This design comes from an exercise in tuning for small area on the open sky130 flow, not from production work. Function was checked by simulation only, so behaviour that the tests miss may differ from the original. No driver is modelled on the clock port, so clocking that relies on it looks cheaper here than on a real chip. Power figures rest on the tool's default switching activity, not on a simulated workload.

## flow/config.mk

```make
export PLATFORM = sky130hd
export DESIGN_NAME = regfile_mp
export DESIGN_NICKNAME = regfile_mp
export VERILOG_FILES = /design/flow/design.v
export SDC_FILE = /design/flow/constraint.sdc
export NUM_CORES = 4
export LEC_CHECK = 0
export CAP_MARGIN = 20
export CORE_MARGIN = 2
export CORE_UTILIZATION = 55
export CTS_BUF_LIST = sky130_fd_sc_hd__clkbuf_4
export SLEW_MARGIN = 20
export SYNTH_HIERARCHICAL = 1
```

## flow/run.sh

```bash
#!/bin/bash
# synth_recipe.tcl (not shown) runs the flow's synth.tcl, then flattens the netlist and writes it again
# the make line also repeats each setting of config.mk as NAME=value (left out here)
make -C /OpenROAD-flow-scripts/flow DESIGN_CONFIG=/design/flow/config.mk WORK_HOME=/design/flow/orfs CLKGATE_MAP_FILE= SYNTH_SCRIPT=/design/flow/synth_recipe.tcl finish
```

## flow/constraint.sdc

```tcl
create_clock -name core_clock -period 7.0 [get_ports {clk}]
set_input_delay 1.4000 -clock core_clock [delete_from_list [all_inputs] [get_ports {clk}]]
set_output_delay 1.4000 -clock core_clock [all_outputs]
set_load 0.01 [all_outputs]
```

## flow/design.v

```verilog
module rf_aoi222 (
  input  logic a1, a2, b1, b2, c1, c2,
  output logic y
);
  assign y = ~((a1 & a2) | (b1 & b2) | (c1 & c2));
endmodule
module rf_nand4 (
  input  logic a, b, c, d,
  output logic y
);
  assign y = ~(a & b & c & d);
endmodule
module rf_nor2 (
  input  logic a, b,
  output logic y
);
  assign y = ~(a | b);
endmodule
module rf_xor2 (
  input  logic a, b,
  output logic y
);
  assign y = a ^ b;
endmodule
module regfile_mp #(
  parameter int unsigned XLEN    = 32,
  parameter int unsigned NREGS   = 32,
  parameter int unsigned AW      = 5,
  parameter int unsigned NRP     = 3,
  parameter bit          ZERO_R0 = 1'b1
) (
  input  logic                 clk,
  input  logic                 rst_n,
  input  logic                 clear_req,
  output logic                 init_done,
  input  logic [NRP-1:0]       rd_en,
  input  logic [NRP*AW-1:0]    rd_addr,
  output logic [NRP*XLEN-1:0]  rd_data,
  output logic [NRP-1:0]       rd_busy,
  output logic                 stall,
  input  logic                 wa_en,
  input  logic [AW-1:0]        wa_addr,
  input  logic [XLEN-1:0]      wa_data,
  input  logic                 wb_en,
  input  logic [AW-1:0]        wb_addr,
  input  logic [XLEN-1:0]      wb_data,
  input  logic                 issue_valid,
  input  logic [AW-1:0]        issue_rd
);
  localparam int unsigned R0 = ZERO_R0 ? 1 : 0;       
  localparam int unsigned NT = NREGS - R0 + 2;         
  localparam int unsigned NG = (NT + 2) / 3;           
  logic                 ready_q;
  logic                 pol_q;
  logic [AW-1:0]        cnt_q;
  logic [NREGS-1:0]     busy_q;
  logic [XLEN-1:0]      regs_q [NREGS];                
  logic [XLEN-1:0]      wa_p, wb_p;                    
  logic                 commit;
  logic [NREGS-1:0]     wa_dec, wb_dec, is_dec;
  logic [NREGS-1:0]     sel_b, sel_a, sel_h;
  assign commit = ready_q && !clear_req;
  assign wa_p   = wa_data ^ {XLEN{pol_q}};
  assign wb_p   = wb_data ^ {XLEN{pol_q}};
  always_comb begin
    for (int r = 0; r < int'(NREGS); r++) begin
      wa_dec[r] = wa_en && (wa_addr == AW'(r));
      wb_dec[r] = wb_en && (wb_addr == AW'(r));
      is_dec[r] = issue_valid && (issue_rd == AW'(r));
    end
  end
  always_comb begin
    for (int r = 0; r < int'(NREGS); r++) begin
      sel_b[r] = commit && wb_dec[r];
      sel_a[r] = commit && wa_dec[r] && !wb_dec[r];
      sel_h[r] = ready_q && !(commit && (wa_dec[r] || wb_dec[r]));
    end
  end
  for (genvar r = 0; r < int'(NREGS); r++) begin : g_reg
    if (r < int'(R0)) begin : g_zero
      assign regs_q[r] = '0;
    end else begin : g_store
      logic [XLEN-1:0] nxt;
      for (genvar b = 0; b < int'(XLEN); b++) begin : g_bit
        rf_aoi222 u_wr (
          .a1(sel_b[r]), .a2(wb_p[b]),
          .b1(sel_a[r]), .b2(wa_p[b]),
          .c1(sel_h[r]), .c2(regs_q[r][b]),
          .y (nxt[b])
        );
      end
      always_ff @(posedge clk) regs_q[r] <= nxt;
    end
  end
  always_ff @(posedge clk) pol_q <= !(ready_q && pol_q);
  always_ff @(posedge clk) begin
    for (int r = 0; r < int'(NREGS); r++) begin
      if (r < int'(R0))
        busy_q[r] <= 1'b0;
      else
        busy_q[r] <= commit && (is_dec[r] ||
                                (busy_q[r] && !wa_dec[r] && !wb_dec[r]));
    end
  end
  always_ff @(posedge clk or negedge rst_n) begin
    if (!rst_n) begin
      ready_q <= 1'b0;
      cnt_q   <= '0;
    end else if (ready_q) begin
      ready_q <= !clear_req;
    end else begin
      cnt_q   <= cnt_q + AW'(1);
      ready_q <= (cnt_q == AW'(NREGS - 1));
    end
  end
  for (genvar i = 0; i < int'(NRP); i++) begin : g_rd
    logic [AW-1:0]     addr;
    logic              en, hit_a, hit_b, nohit, pe;
    logic [NT-1:0]     sel;                  
    logic [3*NG-1:0]   sel_x;
    logic [XLEN-1:0]   rd_s;
    assign addr  = rd_addr[i*AW +: AW];
    assign en    = ready_q && rd_en[i] && !(ZERO_R0 && (addr == '0));
    assign hit_a = wa_en && (wa_addr == addr);
    assign hit_b = wb_en && (wb_addr == addr);
    assign nohit = en && !hit_a && !hit_b;
    assign pe    = en && pol_q;
    assign sel[0] = en && hit_b;
    assign sel[1] = en && hit_a && !hit_b;
    for (genvar r = int'(R0); r < int'(NREGS); r++) begin : g_sel
      assign sel[r - R0 + 2] = nohit && (addr == AW'(r));
    end
    assign sel_x = (3*NG)'(sel);
    always_comb begin
      logic bacc;
      bacc = 1'b0;
      for (int r = int'(R0); r < int'(NREGS); r++)
        bacc = bacc | (sel[r - R0 + 2] && busy_q[r]);
      rd_busy[i] = bacc;
    end
    for (genvar b = 0; b < int'(XLEN); b++) begin : g_bit
      logic [3*NG-1:0] d;
      logic [NG-1:0]   g;
      assign d[0] = wb_p[b];
      assign d[1] = wa_p[b];
      for (genvar r = int'(R0); r < int'(NREGS); r++) begin : g_d
        assign d[r - R0 + 2] = regs_q[r][b];
      end
      for (genvar t = NT; t < int'(3*NG); t++) begin : g_pad
        assign d[t] = 1'b0;
      end
      for (genvar k = 0; k < int'(NG); k++) begin : g_aoi
        rf_aoi222 u_aoi (
          .a1(sel_x[3*k]),   .a2(d[3*k]),
          .b1(sel_x[3*k+1]), .b2(d[3*k+1]),
          .c1(sel_x[3*k+2]), .c2(d[3*k+2]),
          .y (g[k])
        );
      end
      if (NG == 11) begin : g_c11
        logic c0, c1, m, acc;
        rf_nand4 u_c0 (.a(g[0]), .b(g[1]), .c(g[2]),  .d(g[3]), .y(c0));
        rf_nand4 u_c1 (.a(g[4]), .b(g[5]), .c(g[6]),  .d(g[7]), .y(c1));
        rf_nor2  u_m  (.a(c0),   .b(c1),   .y(m));
        rf_nand4 u_c2 (.a(m),    .b(g[8]), .c(g[9]),  .d(g[10]), .y(acc));
        rf_xor2  u_x  (.a(acc),  .b(pe),   .y(rd_s[b]));
      end else begin : g_cn
        assign rd_s[b] = ~(&g) ^ pe;
      end
    end
    assign rd_data[i*XLEN +: XLEN] = rd_s;
  end
  assign stall     = |rd_busy;
  assign init_done = ready_q;
endmodule
```

==> flow_summary_export.csv, run 1 <==
group,metric,value,unit
synth,synth_seq_cells,1030,
synth,synth_area,48900,um^2
clock_network,cts_inserted_buffers,292,
clock_network,clockRootBuffer,"clkbuf_4",
clock_network,cts-htree-levels,5,
clock_network,clock-sinks,1030,
outcome,outcome,"aborted with a tool error",
synth,yosys-top-cells-area,"a222oi_1 (42%), dfxtp_1 (42%), nand4_1 (3.7%)",
grt,grt-ovfl-total,1,
synth,synth_top_cell_by_area,"a222oi_1",
placement,dp_hpwl,209000,um
grt,grt_usage,75.9,%
clock_network,clockBufferDepth,4,
synth,synth_ff_type,"dfxtp_1",
synth,ys_warn_count,9,
synth,async_flop_share,0.583,%
floorplan,start_util,55.5,%
placement,io_buffers,203,
synth,ys_types,70,
floorplan,die_w,302,um
outcome,haltStage,"5_1_grt",
placement,place.gp.congestion,1.16,
synth,synthCells,4363,
floorplan,die_h,302,um
synth,syn-num-nets,4468,
outcome,error_line,"[ERROR GRT-0232] Routing congestion too high. Check the congestion heatmap in the GUI.",
synth,seq_area_frac_synth,42.2,%
floorplan,num_rows,109,
floorplan,ios,204,
synth,synth_edf_count,0,
synth,synth_top_area_share,41.9,%
synth,synth.avg_cell_area,11.2,um^2
grt,grt_max_degree,43,
modules after synthesis (local to each module, per instance):
module	cell area, um^2	copies in the design	flops+latches
regfile_mp	25400	1	1030
rf_aoi222	10.0	2048	0
rf_nand4	6.26	288	0
rf_nor2	3.75	96	0
rf_xor2	8.76	96	0
synth_stat cells (4+ instances only):
| master | instances |
|---|---|
| a222oi_1 | 2048 |
| dfxtp_1 | 1024 |
| mux2i_1 | 15 |
| nor2b_1 | 17 |
| nand4_1 | 292 |
| nor3_1 | 94 |
| a21oi_1 | 39 |
| or2_1 | 5 |
| nor3b_1 | 6 |
| nand2b_1 | 24 |
| xor2_1 | 181 |
| buf_6 | 4 |
| a22oi_1 | 32 |
| inv_1 | 9 |
| o21a_1 | 33 |
| nand3b_1 | 11 |
| buf_1 | 8 |
| mux2_2 | 5 |
| nand2_1 | 39 |
| nor2_1 | 257 |
| o21ai_0 | 8 |
| or2_2 | 4 |
| nor4_1 | 9 |
| buf_4 | 4 |
| clkbuf_1 | 47 |
| nand4b_1 | 6 |
| nand3_1 | 24 |
| xnor2_1 | 12 |
| a31oi_1 | 11 |
| dfrtp_1 | 6 |
| or3_1 | 7 |
| buf_2 | 25 |
power by group through the flow:
stage | sequential [mW] | combinational, mW | clock [mW]
after detailed placement | 9.41 | 6.44 | 0
after floorplan | 8.88 | 3.17 | 0
after CTS | 9.30 | 6.46 | 5.30
after global placement | 9.30 | 6.29 | 0
layer usage:
metal / global-route usage [%] / GRT overflow
met3: 63.2 / 0
met2: 87.8 / 0
met4: 68.1 / 1
met5: 43.1 / 0
met1: 79.9 / 0
per-stage QoR:
stage	cell area (um^2)	setup slack, ps	TNS, ps	cells
after detailed placement	61000	-535	-15700	6364
after floorplan	48900	258	0	4363
after CTS	64900	-107	-267	6857
after global placement	60900	-503	-15570	6359
cells by family after synthesis:
kind of cell,synth area share (%)
AO/OA/AOI/OAI,44.1
XOR/XNOR,3.45
multiplexers,0.514
flip-flops,42.2
adder cells (fa/ha/maj),0.0511
buffers and inverters,0.907
AND/OR/NAND/NOR,8.81
repair_timing:
action,in CTS
cloned,15
gates resized for setup,117
buffers inserted,22
hold buffers,0
endpoints found under the setup margin,87
hold endpoints to repair,0
pin swaps,80
how the worst max path moves through the flow:
stage                from          end  cells past startpoint
2_1_floorplan  rd_addr[9]  rd_data[32]                      9
3_3_place_gp   wa_addr[0]  rd_data[67]                     16
4_1_cts        wb_addr[4]  rd_data[81]                     13
3_5_place_dp   wa_addr[0]  rd_data[67]                     16
==> run 2: changes to the inputs <==
--- a/flow/design.v
+++ b/flow/design.v
@@ -61,2 +61,3 @@
   logic [NREGS-1:0]     sel_b, sel_a, sel_h;
+  logic [NREGS-1:0]     wr_any;                        
   assign commit = ready_q && !clear_req;
@@ -69,2 +70,3 @@
       is_dec[r] = issue_valid && (issue_rd == AW'(r));
+      wr_any[r] = wa_dec[r] || wb_dec[r];
     end
@@ -117,3 +119,3 @@
     logic [AW-1:0]     addr;
-    logic              en, hit_a, hit_b, nohit, pe;
+    logic              en, hit_a, hit_b, pe;
     logic [NT-1:0]     sel;                  
@@ -125,3 +127,2 @@
     assign hit_b = wb_en && (wb_addr == addr);
-    assign nohit = en && !hit_a && !hit_b;
     assign pe    = en && pol_q;
@@ -130,3 +131,4 @@
     for (genvar r = int'(R0); r < int'(NREGS); r++) begin : g_sel
-      assign sel[r - R0 + 2] = nohit && (addr == AW'(r));
+      assign sel[r - R0 + 2] = ready_q && rd_en[i] && (addr == AW'(r)) &&
+                               !wr_any[r];
     end
==> flow/flow/run.sh (new file) <==
#!/bin/bash
# The standard layout (standard.sh: standard synthesis, ORFS flow), with:
#  - port buffers of the smallest buffer cell;
#  - before repair_design: synthesis buffers removed and one buffer per
#    high-fanout net (flow/prebuf.tcl);
#  - clock tree without dummy loads, small leaf buffers, then upsized where a
#    flip-flop clock pin's slew is high (flow/clkfix.tcl);
#  - global routing keeps more of met1/met2 free (flow/fastroute.tcl).
set -euo pipefail
HERE=$(cd "$(dirname "$0")" && pwd)
P=sky130_fd_sc_hd__
export PREBUF_CELL=${PREBUF_CELL:-buf_2}
export PREBUF_MIN_FANOUT=${PREBUF_MIN_FANOUT:-16}
export CLKFIX_TARGET_NS=${CLKFIX_TARGET_NS:-0.1}
bash standard.sh \
  "BUFFER_PORTS_ARGS=-buffer_cell ${P}buf_1" \
  "PRE_RESIZE_TCL=$HERE/prebuf.tcl" \
  "CTS_ARGS=-sink_clustering_enable -repair_clock_nets -dont_use_dummy_load -root_buf ${P}clkbuf_16 -tree_buf ${P}clkbuf_8 -buf_list ${P}clkbuf_4 -sink_clustering_size 12 -sink_clustering_max_diameter 50" \
  "POST_CTS_TCL=$HERE/clkfix.tcl" \
  "PRE_GLOBAL_ROUTE_TCL=$HERE/fastroute.tcl" \
  ${FLOW_FLOW_TARGET:-finish} > standard_flow.log 2>&1
==> flow/flow/clkfix.tcl (new file) <==
# POST_CTS hook: upsize clock buffers until every flip-flop clock pin's slew
# is below CLKFIX_TARGET_NS, then re-legalize.
proc cf_next {name} {
  set sizes {1 2 4 8 16}
  if {![regexp {^(sky130_fd_sc_hd__clkbuf_)(\d+)$} $name -> pre n]} { return "" }
  set i [lsearch $sizes $n]
  if {$i < 0 || $i == [llength $sizes]-1} { return "" }
  return $pre[lindex $sizes [expr {$i+1}]]
}
proc cf_slew {pin} {
  set s 0
  foreach t {slew_max_rise slew_max_fall} {
    set v [get_property $pin $t]
    if {$v > $s} { set s $v }
  }
  return $s
}
proc cf_upsize {inst} {
  set c [get_cells $inst]
  set nm [cf_next [get_property $c ref_name]]
  if {$nm eq ""} { return 0 }
  replace_cell $c $nm
  return 1
}
proc cf_driver {pin} {
  set net [get_nets -of_objects [get_pins $pin]]
  set drv [get_pins -of_objects $net -filter "direction==output"]
  if {[llength $drv] == 0} { return "" }
  return [get_cells -of_objects $drv]
}
set cf_target $::env(CLKFIX_TARGET_NS)
set cf_total 0
for {set it 0} {$it < 12} {incr it} {
  estimate_parasitics -placement
  set todo [dict create]
  set nviol 0
  set worst 0
  foreach p [get_pins -hierarchical */CLK] {
    set s [cf_slew $p]
    if {$s > $worst} { set worst $s }
    if {$s > $cf_target} {
      incr nviol
      # upsize the pin's driver, or its parent when the driver's own input
      # slew is high and the parent can still grow
      set d [cf_driver $p]
      if {$d eq ""} continue
      set pick ""
      if {[cf_next [get_property $d ref_name]] ne ""} { set pick [get_full_name $d] }
      set din [get_pins -of_objects $d -filter "direction==input"]
      if {[llength $din] == 1 && [cf_slew $din] > $cf_target} {
        set pd [cf_driver $din]
        if {$pd ne "" && [cf_next [get_property $pd ref_name]] ne ""} {
          set pick [get_full_name $pd]
        }
      }
      if {$pick ne ""} { dict set todo $pick 1 }
    }
  }
  puts "clkfix: pass $it worst clock-pin slew $worst, $nviol pins over $cf_target"
  if {$nviol == 0} break
  set n 0
  foreach dn [dict keys $todo] { incr n [cf_upsize $dn] }
  incr cf_total $n
  if {$n == 0} { puts "clkfix: nothing left to upsize"; break }
}
puts "clkfix: upsized $cf_total clock buffers"
detailed_placement
check_placement
estimate_parasitics -placement
==> flow/flow/fastroute.tcl (new file) <==
# Global routing capacity: keep more of met1 and met2 free for pin access,
# pushing long routes to met3 and met4.
set_global_routing_layer_adjustment met1 0.6
set_global_routing_layer_adjustment met2 0.35
set_global_routing_layer_adjustment met3-met5 0.15
==> flow/flow/prebuf.tcl (new file) <==
# PRE_RESIZE hook (after global placement and port buffering, before
# repair_design):
#  1. remove the buffers synthesis left inside the design (not the port
#     buffers);
#  2. give every high-fanout signal net one buffer next to its driver, in
#     place of the deep buffer trees repair_design would build.
set pb_block [ord::get_db_block]

proc pb_on_port {net} {
  return [expr {$net ne "NULL" && [llength [$net getBTerms]] > 0}]
}

set pb_rm {}
foreach pb_inst [$pb_block getInsts] {
  set pb_m [$pb_inst getMaster]
  if {![regexp {__(buf|clkbuf)_\d+$} [$pb_m getName]]} continue
  set pb_keep 0
  foreach pb_it [$pb_inst getITerms] {
    if {[$pb_it isInputSignal] || [$pb_it isOutputSignal]} {
      if {[pb_on_port [$pb_it getNet]]} { set pb_keep 1 }
    }
  }
  if {!$pb_keep} { lappend pb_rm [$pb_inst getName] }
}
if {[llength $pb_rm] > 0} {
  # remove_buffers takes instance names as separate arguments; with none
  # it would remove every buffer, the port buffers among them
  remove_buffers {*}$pb_rm
}
puts "prebuf: removed [llength $pb_rm] synthesis buffers"

set pb_cell  sky130_fd_sc_hd__$::env(PREBUF_CELL)
set pb_minfo $::env(PREBUF_MIN_FANOUT)
set pb_count 0
foreach pb_net [$pb_block getNets] {
  if {[$pb_net getSigType] != "SIGNAL"} continue
  # nets on ports (the clock among them) are left alone
  if {[pb_on_port $pb_net]} continue
  set pb_fo [expr {[llength [$pb_net getITerms]] - 1}]
  if {$pb_fo >= $pb_minfo} {
    insert_buffer -buffer_cell $pb_cell -net [$pb_net getName]
    incr pb_count
  }
}
puts "prebuf: inserted $pb_count $pb_cell buffers (fanout >= $pb_minfo)"
==> flow/standard.sh (new file) <==
#!/bin/bash
# synth_recipe.tcl (not shown) runs the flow's synth.tcl, then flattens the netlist and writes it again
# the make line also repeats each setting of config.mk as NAME=value (left out here)
make -C /OpenROAD-flow-scripts/flow DESIGN_CONFIG=/design/flow/config.mk WORK_HOME=/design/flow/orfs CLKGATE_MAP_FILE= SYNTH_SCRIPT=/design/flow/synth_recipe.tcl "${@:-finish}"
--- a/flow/config.mk
+++ b/flow/config.mk
@@ -7,7 +7,10 @@
 export LEC_CHECK = 0
-export CAP_MARGIN = 20
+export CAP_MARGIN = 0
+export CELL_PAD_IN_SITES_DETAIL_PLACEMENT = 1
+export CELL_PAD_IN_SITES_GLOBAL_PLACEMENT = 2
 export CORE_MARGIN = 2
-export CORE_UTILIZATION = 55
-export CTS_BUF_LIST = sky130_fd_sc_hd__clkbuf_4
-export SLEW_MARGIN = 20
+export CORE_UTILIZATION = 30
+export GPL_TIMING_DRIVEN = 0
+export PLACE_DENSITY = 0.4
+export SLEW_MARGIN = 0
 export SYNTH_HIERARCHICAL = 1
removed: flow/run.sh
==> run 2 against run 1 <==
Against the previous run:
- now fails the layout checks on max-capacitance violations, max-slew violations, negative setup slack
- area after synthesis increased by 0.11%
- synthesized cell count hardly changed
==> flow_summary_export.csv, run 2 <==
group,metric,value,unit
worst_hold_path,min_delay_path_depth,1,
synth,synth_mux_area_share,0.276,%
timing,worst_slack,-9.85,ps
timing,max-slew-margin-rel,-2.68,%
synth,yosys.area_share.adder,0.0511,%
finish,fillCellCount,18100,
worst_setup_path,r2r_end,"regs_q[15][13]",
worst_setup_path,crit_fanout,32,
placement,io_buffers,193,
grt,grt_usage,57.4,%
pwr,p_int,10.9,mW
outcome,so.violations,"max-capacitance violations, max-slew violations, negative setup slack",
clock_network,path_clk_slew,90,ps
pwr,power.share.clock,20.6,%
synth,synth_top_cell_by_area,"a222oi_1",
floorplan,die_w,408,um
pwr,power_frac_seq,48.1,%
floorplan,start_util,30.2,%
synth,synthCells,4367,
worst_setup_path,end_kind,"output pin",
worst_setup_path,critPathLaunchType,"input port",
pwr,leakagePower,18.2,nW
grt,antenna_found_initial,37,
clock_network,cts_tree,"yes",
finish,reg_top3,"regs_q x992, busy_q x31, cnt_q x5",
drt,drtIter0Drc,11400,
worst_hold_path,min_from,"cnt_q[3]",
pwr,p_switching,8.42,mW
timing,final.setup_skew,52.3,ps
floorplan,num_rows,148,
finish,regMostFlops,"regs_q",
synth,synth_ff_type,"dfxtp_1",
timing,hold_ws,475,ps
pwr,swShare,43.7,%
drt,vias_per_cell,8.75,
synth,yosysMostFrequentCell,"a222oi_1",
synth,synth.avg_cell_area,11.2,um^2
floorplan,ios,204,
drt,drc_errors,0,
synth,seq_area_frac_synth,42.1,%
run,drv_cap,1,
finish,final_common_cell,"a222oi_1",
worst_hold_path,hold_class,"register to register",
clock_network,clk-insertion-delay-late,780,ps
finish,syn_to_final_growth,13.9,%
finish,largest_reg_flops,992,
worst_setup_path,reg2reg_from,"ready_q",
worst_setup_path,crit_arrival,5610,ps
finish,fin_cells,7101,
synth,synth_area,49000,um^2
worst_setup_path,cp_data_required_time,5600,ps
placement,place.gp.congestion,1.03,
finish,nNetsFinal,5017,
grt,grt_pass1_wl,524000,um
finish,final_cell_mix,"a222oi_1 (2,049), dfxtp_1 (1,024), nand4_1 (296)",
worst_setup_path,critPathKind,"input port to output pin",
worst_setup_path,r2r_slack,3160,ps
timing,setup_violations,1,
synth,ys_types,53,
synth,synth_top_family_by_area,"compound AO/OA/AOI/OAI gates",
synth,yosys-top-cells-area,"a222oi_1 (42%), dfxtp_1 (42%), nand4_1 (3.8%)",
synth,synth-simple-area-share,8.82,%
pwr,combPwrFrac,31.3,%
clock_network,clock-sinks,1030,
grt,grt_pass1_vias,66500,
synth,ys_top_cells_by_count,"a222oi_1 (2,049), dfxtp_1 (1,024), nand4_1 (296)",
timing,slew_violations,66,
timing,period_share,100,%
floorplan,coreArea,162000,um^2
synth,synthXorXnorAreaFrac,3.45,%
drt,vias,62200,
placement,dp_cells,6917,
synth,syn-num-nets,4472,
timing,worstMarginPinSlew,1540,ps
timing,rsz0062_at_grt,"true",
synth,ys_warn_count,9,
pwr,ir_drop,0.279,mV
worst_hold_path,whs_endpoint,"cnt_q[3]",
floorplan,die_area,167000,um^2
timing,post-route-min-period,7010,ps
worst_setup_path,worst_r2r_path_depth,7,
drt,drt.antenna.violating_nets,0,
placement,preCtsSetupSlack,-765,ps
synth,synth_edf_count,0,
floorplan,die_h,408,um
drt,drt-total-wl,388000,um
grt,grt_max_degree,81,
synth,synth_seq_cells,1030,
timing,hold_viol_final,0,
timing,max_freq,143,MHz
synth,async_flop_share,0.583,%
grt,grt-ovfl-total,0,
synth,synth-compound-area-share,44.4,%
placement,dp_hpwl,213000,um
drt,dr.pass1.iters,13,
finish,drive_above_1_share,10.3,%
pwr,power,19.3,mW
synth,synth_top_area_share,41.9,%
outcome,outcome,"complete, but fails checks",
pwr,p_per_area,345,nW/um^2
drt,wl_per_cell,54.6,um
run 2: cell types whose count changed after synthesis, sizes merged, moves of 29 or more:
cell and change:
a21boi +31, a22oi -30, clkbuf +31, nor2 -93
nor3 +39, o21a -33, o221ai +29, o22ai +49
run 2: per-layer routing:
| layer | share of wire (%) | GRT usage (%) | wire [um] | vias up |
|---|---|---|---|---|
| li1 | - | - | - | 23600 |
| met1 | 30 | 72.2 | 117000 | 30000 |
| met2 | 38 | 72.1 | 149000 | 6411 |
| met3 | 22 | 52.3 | 86700 | 1951 |
| met4 | 8.0 | 33.5 | 30900 | 114 |
| met5 | 1.0 | 16.2 | 4000 | - |
run 2: Yosys stat by module, one instance, submodules excluded:
module      cells  flops+latches
regfile_mp   1839           1030
rf_aoi222       1              0
rf_xor2         1              0
rf_nand4        1              0
rf_nor2         1              0
run 2: power by group through the flow:
stage          clock network (mW)  registers, mW  logic [mW]
3_3_place_gp                    0           9.26        5.78
3_5_place_dp                    0           9.30        5.68
5_1_grt                      4.24           9.51        6.21
2_1_floorplan                   0           8.88        3.21
6_report                     3.97           9.28        6.03
run 2: through the flow:
step	util [%]	setup TNS, ps	cell area (um^2)
floorplan	-	0	49000
global placement	32.3	-3948520	52400
finish	34.4	-9.85	55800
global route	34.3	-72.2	55800
detailed placement	32.9	-47010	53500
run 2: worst max path at each step:
stage | cells past startpoint | end | from | slack [ps]
3_5_place_dp | 11 | rd_data[10] | wa_addr[4] | -760
3_3_place_gp | 11 | rd_data[6] | wb_addr[0] | -7910
2_1_floorplan | 10 | rd_data[32] | wb_addr[0] | 110
6_report | 12 | rd_data[74] | wa_addr[2] | -10
5_1_grt | 12 | rd_data[1] | wa_addr[2] | -40
run 2: cell families (layout without fill, tap and decap cells):
group / after synthesis / count (layout)
simple gates: 800 / 800
xor+xnor: 193 / 193
flops: 1030 / 1030
other cells: 0 / 16
mux: 12 / 12
fa+ha+maj: 2 / 2
buf+inv: 109 / 652
compound gates: 2221 / 2221
run 2: cell type report, without the clock buffers:
class | instances | area, um^2 | area share [%]
sequential | 1030 | 20600 | 37.0
tap | 2175 | 2720 | 4.88
multi-input combinational | 3228 | 28200 | 50.5
buffer | 10 | 40.0 | 0.0718
inverter | 6 | 22.5 | 0.0404
antenna | 16 | 40.0 | 0.0718
timing repair buffer | 485 | 2480 | 4.45
run 2: critical path, cell delays in order:
cell and delay, ps:
clkdlybuf4s15_2 500, nand4b_1 150, buf_4 210, o22ai_1 290, nor2_1 90, clkbuf_4 440
a222oi_1 640, nand4_1 590, nor2_1 370, nand4_1 250, xor2_1 400, buf_1 200
==> run 3: changes to the inputs <==
==> flow/flow/fastroute.tcl (replaced) <==
# Global routing capacity: keep most of met1 and half of met2 free for pin
# access, pushing long routes to met3 and met4.
set_global_routing_layer_adjustment met1 0.8
set_global_routing_layer_adjustment met2 0.5
set_global_routing_layer_adjustment met3-met5 0.1
--- a/flow/config.mk
+++ b/flow/config.mk
@@ -11,5 +11,5 @@
 export CORE_MARGIN = 2
-export CORE_UTILIZATION = 30
+export CORE_UTILIZATION = 27
 export GPL_TIMING_DRIVEN = 0
-export PLACE_DENSITY = 0.4
+export PLACE_DENSITY = 0.38
 export SLEW_MARGIN = 0
==> run 3 against run 2 <==
Against the previous run:
- the layout still fails its checks (max-capacitance violations, max-slew violations, negative setup slack)
- design area rose by 0.90%
- via count rose by 3.9%
- fmax fell by 1.4%
- combinational power rose by 2%
- critical path type unchanged
- critical endpoint is now rd_data[55]
==> flow_summary_export.csv, run 3 <==
group,metric,value,unit
synth,synth_ff_type,"dfxtp_1",
clock_network,clock-sinks,1030,
worst_setup_path,crit_family,"simple AND/OR/NAND/NOR gates",
drt,drt.antenna.violating_nets,0,
synth,synth_edf_count,0,
synth,synth_top_area_share,41.9,%
timing,max-slew-margin-rel,-1.66,%
drt,dr.pass1.iters,13,
timing,hold_viol_final,0,
synth,syn-num-nets,4472,
worst_setup_path,slowest_delay,720,ps
worst_setup_path,crit_fanout,33,
synth,async_flop_share,0.583,%
timing,rsz0062_at_grt,"true",
worst_setup_path,worst_r2r_path_depth,7,
worst_setup_path,reg2reg_from,"ready_q",
grt,antenna_found_initial,52,
grt,grt-ovfl-total,0,
worst_setup_path,critPathKind,"input port to output pin",
pwr,ir_drop,0.364,mV
outcome,outcome,"complete, but fails checks",
worst_setup_path,cp_data_required_time,5600,ps
placement,io_buffers,193,
pwr,leakagePower,18.3,nW
finish,nNetsFinal,5035,
timing,worstMarginPinSlew,1520,ps
floorplan,die_area,185000,um^2
grt,grt_max_degree,54,
synth,ys_types,53,
grt,grt_pass1_wl,555000,um
timing,slew_violations,65,
worst_setup_path,r2r_slack,3180,ps
drt,drt-total-wl,409000,um
synth,ys_top_cells_by_count,"a222oi_1 (2,049), dfxtp_1 (1,024), nand4_1 (296)",
grt,grt_usage,63.6,%
floorplan,coreArea,181000,um^2
pwr,combPwrFrac,31.6,%
floorplan,ios,204,
worst_setup_path,critPathLaunchType,"input port",
pwr,power_frac_seq,47.4,%
synth,synth_seq_cells,1030,
timing,final.setup_skew,60.3,ps
pwr,p_per_area,347,nW/um^2
clock_network,cts_tree,"yes",
finish,syn_to_final_growth,14.9,%
clock_network,clk-insertion-delay-late,800,ps
worst_setup_path,r2r_end,"regs_q[15][6]",
pwr,p_int,10.9,mW
worst_setup_path,critical_path_buf_inv_count,3,
placement,dp_hpwl,223000,um
run,drv_cap,2,
synth,yosysMostFrequentCell,"a222oi_1",
grt,grt_pass1_vias,76500,
placement,place.gp.congestion,1.10,
finish,final_cell_mix,"a222oi_1 (2,049), dfxtp_1 (1,024), nand4_1 (296)",
drt,vias_per_cell,8.81,
synth,seq_area_frac_synth,42.1,%
floorplan,die_w,430,um
floorplan,start_util,27.1,%
synth,synth_top_cell_by_area,"a222oi_1",
synth,synthCells,4367,
finish,drive_above_1_share,10.6,%
finish,fin_util,31.2,%
timing,post-route-min-period,7110,ps
finish,reg_top3,"regs_q x992, busy_q x31, cnt_q x5",
clock_network,path_clk_slew,90,ps
finish,final_common_cell,"a222oi_1",
timing,worst_slack,-107,ps
timing,hold_ws,457,ps
worst_setup_path,crit_arrival,5710,ps
drt,wl_per_cell,55.8,um
pwr,p_switching,8.63,mW
synth,yosys-top-cells-area,"a222oi_1 (42%), dfxtp_1 (42%), nand4_1 (3.8%)",
timing,period_share,102,%
timing,max_freq,141,MHz
synth,synth.avg_cell_area,11.2,um^2
outcome,so.violations,"max-capacitance violations, max-slew violations, negative setup slack",
pwr,swShare,44.1,%
finish,largest_reg_flops,992,
floorplan,num_rows,156,
worst_setup_path,path_cells,"buf_1, nor2b_1, nand2_1, nor3_1, buf_4, a222oi_1, nand4_1, nor2_1, nand4_1, xor2_1, buf_1",
pwr,power.share.clock,21.0,%
drt,drc_errors,0,
timing,setup_violations,8,
drt,vias,64600,
worst_hold_path,hold_class,"input port to asynchronous set/reset pin",
worst_setup_path,slowest_stage,"xor2_1",
synth,synth_area,49000,um^2
worst_setup_path,end_kind,"output pin",
synth,ys_warn_count,9,
floorplan,die_h,430,um
finish,regMostFlops,"regs_q",
drt,drtIter0Drc,9463,
-- run 3: cell counts after synthesis --
No cell type changed its count.
-- run 3: cell families (layout without fill, tap and decap cells) --
group,after synthesis,in the layout,synth area share [%]
AO/OA/AOI/OAI,2221,2221,44.4
XOR/XNOR,193,193,3.45
adder cells (fa/ha/maj),2,2,0.0511
buffers and inverters,109,670,0.901
flip-flops,1030,1030,42.1
multiplexers,12,12,0.276
other,0,35,0
AND/OR/NAND/NOR,800,800,8.82
-- run 3: power groups by stage --
stage               combinational (mW)  clock [mW]  sequential, mW
floorplan                         3.21           0            8.88
global placement                  5.90           0            9.28
detailed placement                5.81           0            9.32
global route                      6.44        4.41            9.52
finish                            6.18        4.11            9.26
-- run 3: modules after synthesis (local to each module, per instance) --
module	flip-flops and latches	cells	cell area (um^2)	times used
regfile_mp	1030	1839	25500	1
rf_aoi222	0	1	10.0	2048
rf_xor2	0	1	8.76	96
rf_nand4	0	1	6.26	288
rf_nor2	0	1	3.75	96
-- run 3: final cells by class, without the clock buffers --
class / count / area (um^2)
fill: 20100 / 124000
multi-input combinational: 3228 / 28100
sequential: 1030 / 20600
tap: 2370 / 2970
timing repair buffer: 491 / 2640
antenna: 35 / 87.6
buffer: 10 / 42.5
inverter: 6 / 22.5
-- run 3: worst max path at each step --
stage               startpoint           to  slack [ps]  depth (start not counted)
finish              rd_addr[6]  rd_data[55]        -110                         11
global route        rd_addr[8]  rd_data[33]         -30                         11
detailed placement  wa_addr[4]  rd_data[57]        -970                         11
global placement    wb_addr[0]  rd_data[24]       -8230                         11
floorplan           wb_addr[0]  rd_data[32]         110                         10
-- run 3: through the flow --
step	setup WS [ps]	setup TNS (ps)	instances	total power, mW	instance area [um^2]
after floorplan	110	0	4367	12.1	49000
after global placement	-8230	-4354000	6930	15.2	52700
after detailed placement	-970	-66270	7113	15.1	53700
after global routing	-27.7	-100	7320	20.4	56300
final	-107	-360	7333	19.6	56300
-- run 3: layer usage --
metal  part of all wire [%]  vias to the layer above  GRT usage (%)  routed length, um
met2                     34                     8753           75.4             139000
met5                    1.4                        -           28.7               5750
met1                     24                    28700           73.9              96200
li1                       -                    23700              -                  -
met4                     14                      154           51.9              56900
met3                     27                     3324           63.8             111000
==> run 4: changes to the inputs <==
--- a/flow/flow/run.sh
+++ b/flow/flow/run.sh
@@ -4,3 +4,3 @@
 #  - before repair_design: synthesis buffers removed and one buffer per
-#    high-fanout net (flow/prebuf.tcl);
+#    high-fanout net, stronger input port buffers (flow/prebuf.tcl);
 #  - clock tree without dummy loads, small leaf buffers, then upsized where a
@@ -11,3 +11,4 @@
 P=sky130_fd_sc_hd__
-export PREBUF_CELL=${PREBUF_CELL:-buf_2}
+export PREBUF_CELL=${PREBUF_CELL:-buf_4}
+export PORTBUF_IN_CELL=${PORTBUF_IN_CELL:-buf_4}
 export PREBUF_MIN_FANOUT=${PREBUF_MIN_FANOUT:-16}
--- a/flow/flow/prebuf.tcl
+++ b/flow/flow/prebuf.tcl
@@ -45 +45,20 @@
 puts "prebuf: inserted $pb_count $pb_cell buffers (fanout >= $pb_minfo)"
+
+# 3. input port buffers drive the address decoders; make them stronger
+set pb_in_cell sky130_fd_sc_hd__$::env(PORTBUF_IN_CELL)
+set pb_nin 0
+foreach pb_inst [$pb_block getInsts] {
+  if {![regexp {__buf_\d+$} [[$pb_inst getMaster] getName]]} continue
+  foreach pb_it [$pb_inst getITerms] {
+    if {![$pb_it isInputSignal]} continue
+    set pb_net [$pb_it getNet]
+    if {$pb_net eq "NULL"} continue
+    foreach pb_bt [$pb_net getBTerms] {
+      if {[$pb_bt getIoType] eq "INPUT" && [$pb_bt getName] ne "clk"} {
+        replace_cell [get_cells [$pb_inst getName]] $pb_in_cell
+        incr pb_nin
+      }
+    }
+  }
+}
+puts "prebuf: $pb_nin input port buffers set to $pb_in_cell"
--- a/flow/config.mk
+++ b/flow/config.mk
@@ -7,3 +7,3 @@
 export LEC_CHECK = 0
-export CAP_MARGIN = 0
+export CAP_MARGIN = 15
 export CELL_PAD_IN_SITES_DETAIL_PLACEMENT = 1
@@ -14,3 +14,4 @@
 export PLACE_DENSITY = 0.38
-export SLEW_MARGIN = 0
+export SETUP_SLACK_MARGIN = 0.1
+export SLEW_MARGIN = 15
 export SYNTH_HIERARCHICAL = 1
==> run 4 against run 3 <==
Against the previous run:
- now clean on timing, DRC and antenna
- worst hold slack lost 54 ps
- synthesized cell count did not move
- via count down 0.33%
- fmax is 2.5% higher
- sequential share of layout area decreased by 0.42 points
- area after synthesis did not move
- core utilization grew 0.36 points
- cell count about the same
- critical path type unchanged
==> flow_summary_export.csv, run 4 <==
group,metric,value,unit
pwr,power_frac_seq,47.2,%
grt,grt-ovfl-total,0,
drt,vias,64400,
drt,vias_per_cell,8.78,
timing,hold_viol_final,0,
worst_setup_path,end_kind,"output pin",
finish,stdcell_area,56900,um^2
grt,grt_util_met2,75.0,%
synth,synthCells,4367,
floorplan,die_h,430,um
clock_network,clock-sinks,1030,
timing,period_share,99.1,%
placement,place.gp.congestion,1.10,
grt,antenna_found_initial,60,
synth,synth_top_area_share,41.9,%
outcome,outcome,"no timing/DRC/antenna violations",
grt,grt_pass1_vias,76800,
timing,max-slew-margin-rel,21.3,%
worst_setup_path,path_cells,"clkbuf_1, and4b_1, nand2b_2, nor3_1, buf_4, a222oi_1, nand4_1, nor2_1, nand4_1, xor2_1, buf_1",
grt,grt_usage,63.9,%
finish,regMostFlops,"regs_q",
run,drv_cap,0,
finish,largest_reg_flops,992,
timing,worstMarginPinSlew,1180,ps
worst_hold_path,hold_class,"input port to asynchronous set/reset pin",
synth,synth_edf_count,0,
drt,wl_per_cell,55.9,um
floorplan,coreArea,181000,um^2
pwr,combPwrFrac,31.9,%
synth,synth_top_cell_by_area,"a222oi_1",
finish,syn_to_final_growth,16.2,%
timing,max_freq,144,MHz
finish,drive_above_1_share,12.0,%
timing,setup_violations,0,
grt,grt_util_met3,63.9,%
placement,placedInstanceArea,54700,um^2
synth,yosysMostFrequentCell,"a222oi_1",
worst_setup_path,cp_data_required_time,5600,ps
drt,drc_errors,0,
grt,grt_util_met1,74.5,%
finish,fin_cells,7334,
drt,drt.antenna.violating_nets,0,
worst_setup_path,crit_fanout,33,
clock_network,clk-insertion-delay-late,850,ps
synth,synth_area,49000,um^2
synth,seq_area_frac_synth,42.1,%
pwr,leakagePower,18.6,nW
floorplan,num_rows,156,
finish,nNetsFinal,5029,
synth,async_flop_share,0.583,%
worst_setup_path,critPathLaunchType,"input port",
worst_setup_path,crit_arrival,5540,ps
worst_setup_path,slowest_stage,"nand4_1",
clock_network,cts_tree,"yes",
worst_setup_path,critPathKind,"input port to output pin",
floorplan,ios,204,
pwr,swShare,43.8,%
pwr,ir_drop,0.368,mV
synth,syn-num-nets,4472,
placement,io_buffers,193,
floorplan,start_util,27.1,%
synth,yosys-top-cells-area,"a222oi_1 (42%), dfxtp_1 (42%), nand4_1 (3.8%)",
finish,final_cell_mix,"a222oi_1 (2,049), dfxtp_1 (1,024), buf_4 (380)",
timing,finalSetupTns,0,ps
drt,drt-total-wl,410000,um
finish,final_common_cell,"a222oi_1",
timing,hold_ws,402,ps
synth,synth.avg_cell_area,11.2,um^2
worst_setup_path,slowest_delay,750,ps
timing,post-route-min-period,6940,ps
grt,busiest_layer,"met2",
drt,dr.pass1.iters,12,
synth,synth_seq_cells,1030,
synth,ys_warn_count,9,
timing,slew_violations,0,
placement,dp_hpwl,223000,um
worst_setup_path,worst_path_most_repeated_cell,"nand4_1",
grt,grt_max_degree,81,
floorplan,die_area,185000,um^2
floorplan,die_w,430,um
pwr,p_switching,8.60,mW
grt,grt_pass1_wl,557000,um
drt,drtIter0Drc,9438,
timing,final.setup_skew,68.3,ps
synth,synth_ff_type,"dfxtp_1",
pwr,p_per_area,344,nW/um^2
finish,fillCellCount,20000,
timing,rsz0062_at_grt,"false",
synth,ys_top_cells_by_count,"a222oi_1 (2,049), dfxtp_1 (1,024), nand4_1 (296)",
pwr,power.share.clock,20.9,%
finish,fin_util,31.5,%
synth,ys_types,53,
finish,reg_top3,"regs_q x992, busy_q x31, cnt_q x5",
pwr,p_int,11.0,mW
clock_network,path_clk_slew,80,ps
placement,dp_cells,7111,
==> run 4: area by class of cell, without the clock buffers <==
cell class	count	area (um^2)	share of cell area [%]
Timing Repair Buffer	485	3290	5.78
Multi-Input combinational cell	3228	28100	49.3
Buffer	10	47.5	0.0835
Antenna cell	42	105	0.185
Tap cell	2370	2970	5.21
Sequential cell	1030	20600	36.3
Inverter	6	22.5	0.0396
==> run 4: cell families after synthesis <==
| kind of cell | after synthesis | synth area share (%) |
|---|---|---|
| AOI/OAI and AO/OA | 2221 | 44.4 |
| xor gates and xnor gates | 193 | 3.45 |
| DFF | 1030 | 42.1 |
| muxes | 12 | 0.276 |
| buffers and inverters | 109 | 0.901 |
| adders and majority gates | 2 | 0.0511 |
| and+or+nand+nor | 800 | 8.82 |
==> run 4: critical path, delay by kind of cell <==
kind / cells / cell delay, ps
XOR/XNOR: 1 / 360
AO/OA/AOI/OAI: 1 / 580
AND/OR/NAND/NOR: 6 / 2070
buffers and inverters: 3 / 1010
==> run 4: power groups by stage <==
stage               Clock [mW]  Combinational, mW  Sequential [mW]
floorplan                    0               3.21             8.88
global placement             0               5.90             9.28
detailed placement           0               5.91             9.31
global route              4.42               6.52             9.52
finish                    4.10               6.25             9.26
==> run 4: per-layer routing <==
layer / vias to the layer above / wire length, um
li1: 23700 / -
met1: 28600 / 97000
met2: 8538 / 140000
met3: 3383 / 110000
met4: 160 / 56300
met5: - / 6450
==> run 4: final timing paths <==
kind / startpoint / endpoint / slack [ps] / depth (start not counted)
min in group core_clock: cnt_q[3] / cnt_q[3] / 460 / 1
max: rd_addr[12] / rd_data[90] / 60 / 11
max reg2reg: ready_q / regs_q[14][13] / 3600 / 7
min: rst_n / ready_q / 400 / 1
min reg2reg: cnt_q[3] / cnt_q[3] / 460 / 1
max in group asynchronous: rst_n / cnt_q[4] / 6470 / 1
==> run 4: per-stage QoR <==
step / power [mW] / setup slack (ps)
after floorplan: 12.1 / 110
after global placement: 15.2 / -8230
after detailed placement: 15.2 / -275
after global routing: 20.5 / 94.6
final: 19.6 / 63.6
==> run 4: per-module statistics from Yosys, one instance, submodules excluded <==
module,cells,copies in the design
rf_aoi222,1,2048
rf_nor2,1,96
regfile_mp,1839,1
rf_xor2,1,96
rf_nand4,1,288

## afterwards: timing with drivers on the ports
Ports are ideal in the flow. The routed layouts listed here were re-timed in OpenROAD. Step 1, drivers: a clkbuf_16 drives clk and a buf_2 each remaining input, both assumed. Step 2 times the ports against the registers' clock, not the clock port: input delays grow and output delays shrink by t, the midpoint of the rising clock arrivals with the driver on. Three values: ideal ports, drivers, drivers and shift; two values: the first two.
| run | t (ns) | setup slack, ns | latest minus earliest clock arrival (ns) |
|---|---|---|---|
| run 2 | 0.861 | -0.010 / -0.034 / -0.034 | 0.079 / 0.079 |
| run 3 | 0.873 | -0.107 / -0.133 / -0.133 | 0.082 / 0.083 |
| run 4 | 0.889 | 0.064 / 0.040 / 0.040 | 0.098 / 0.097 |
For run 3, which loses most, drivers alone change the setup slack by -0.026 ns; drivers and shift together by -0.026 ns.
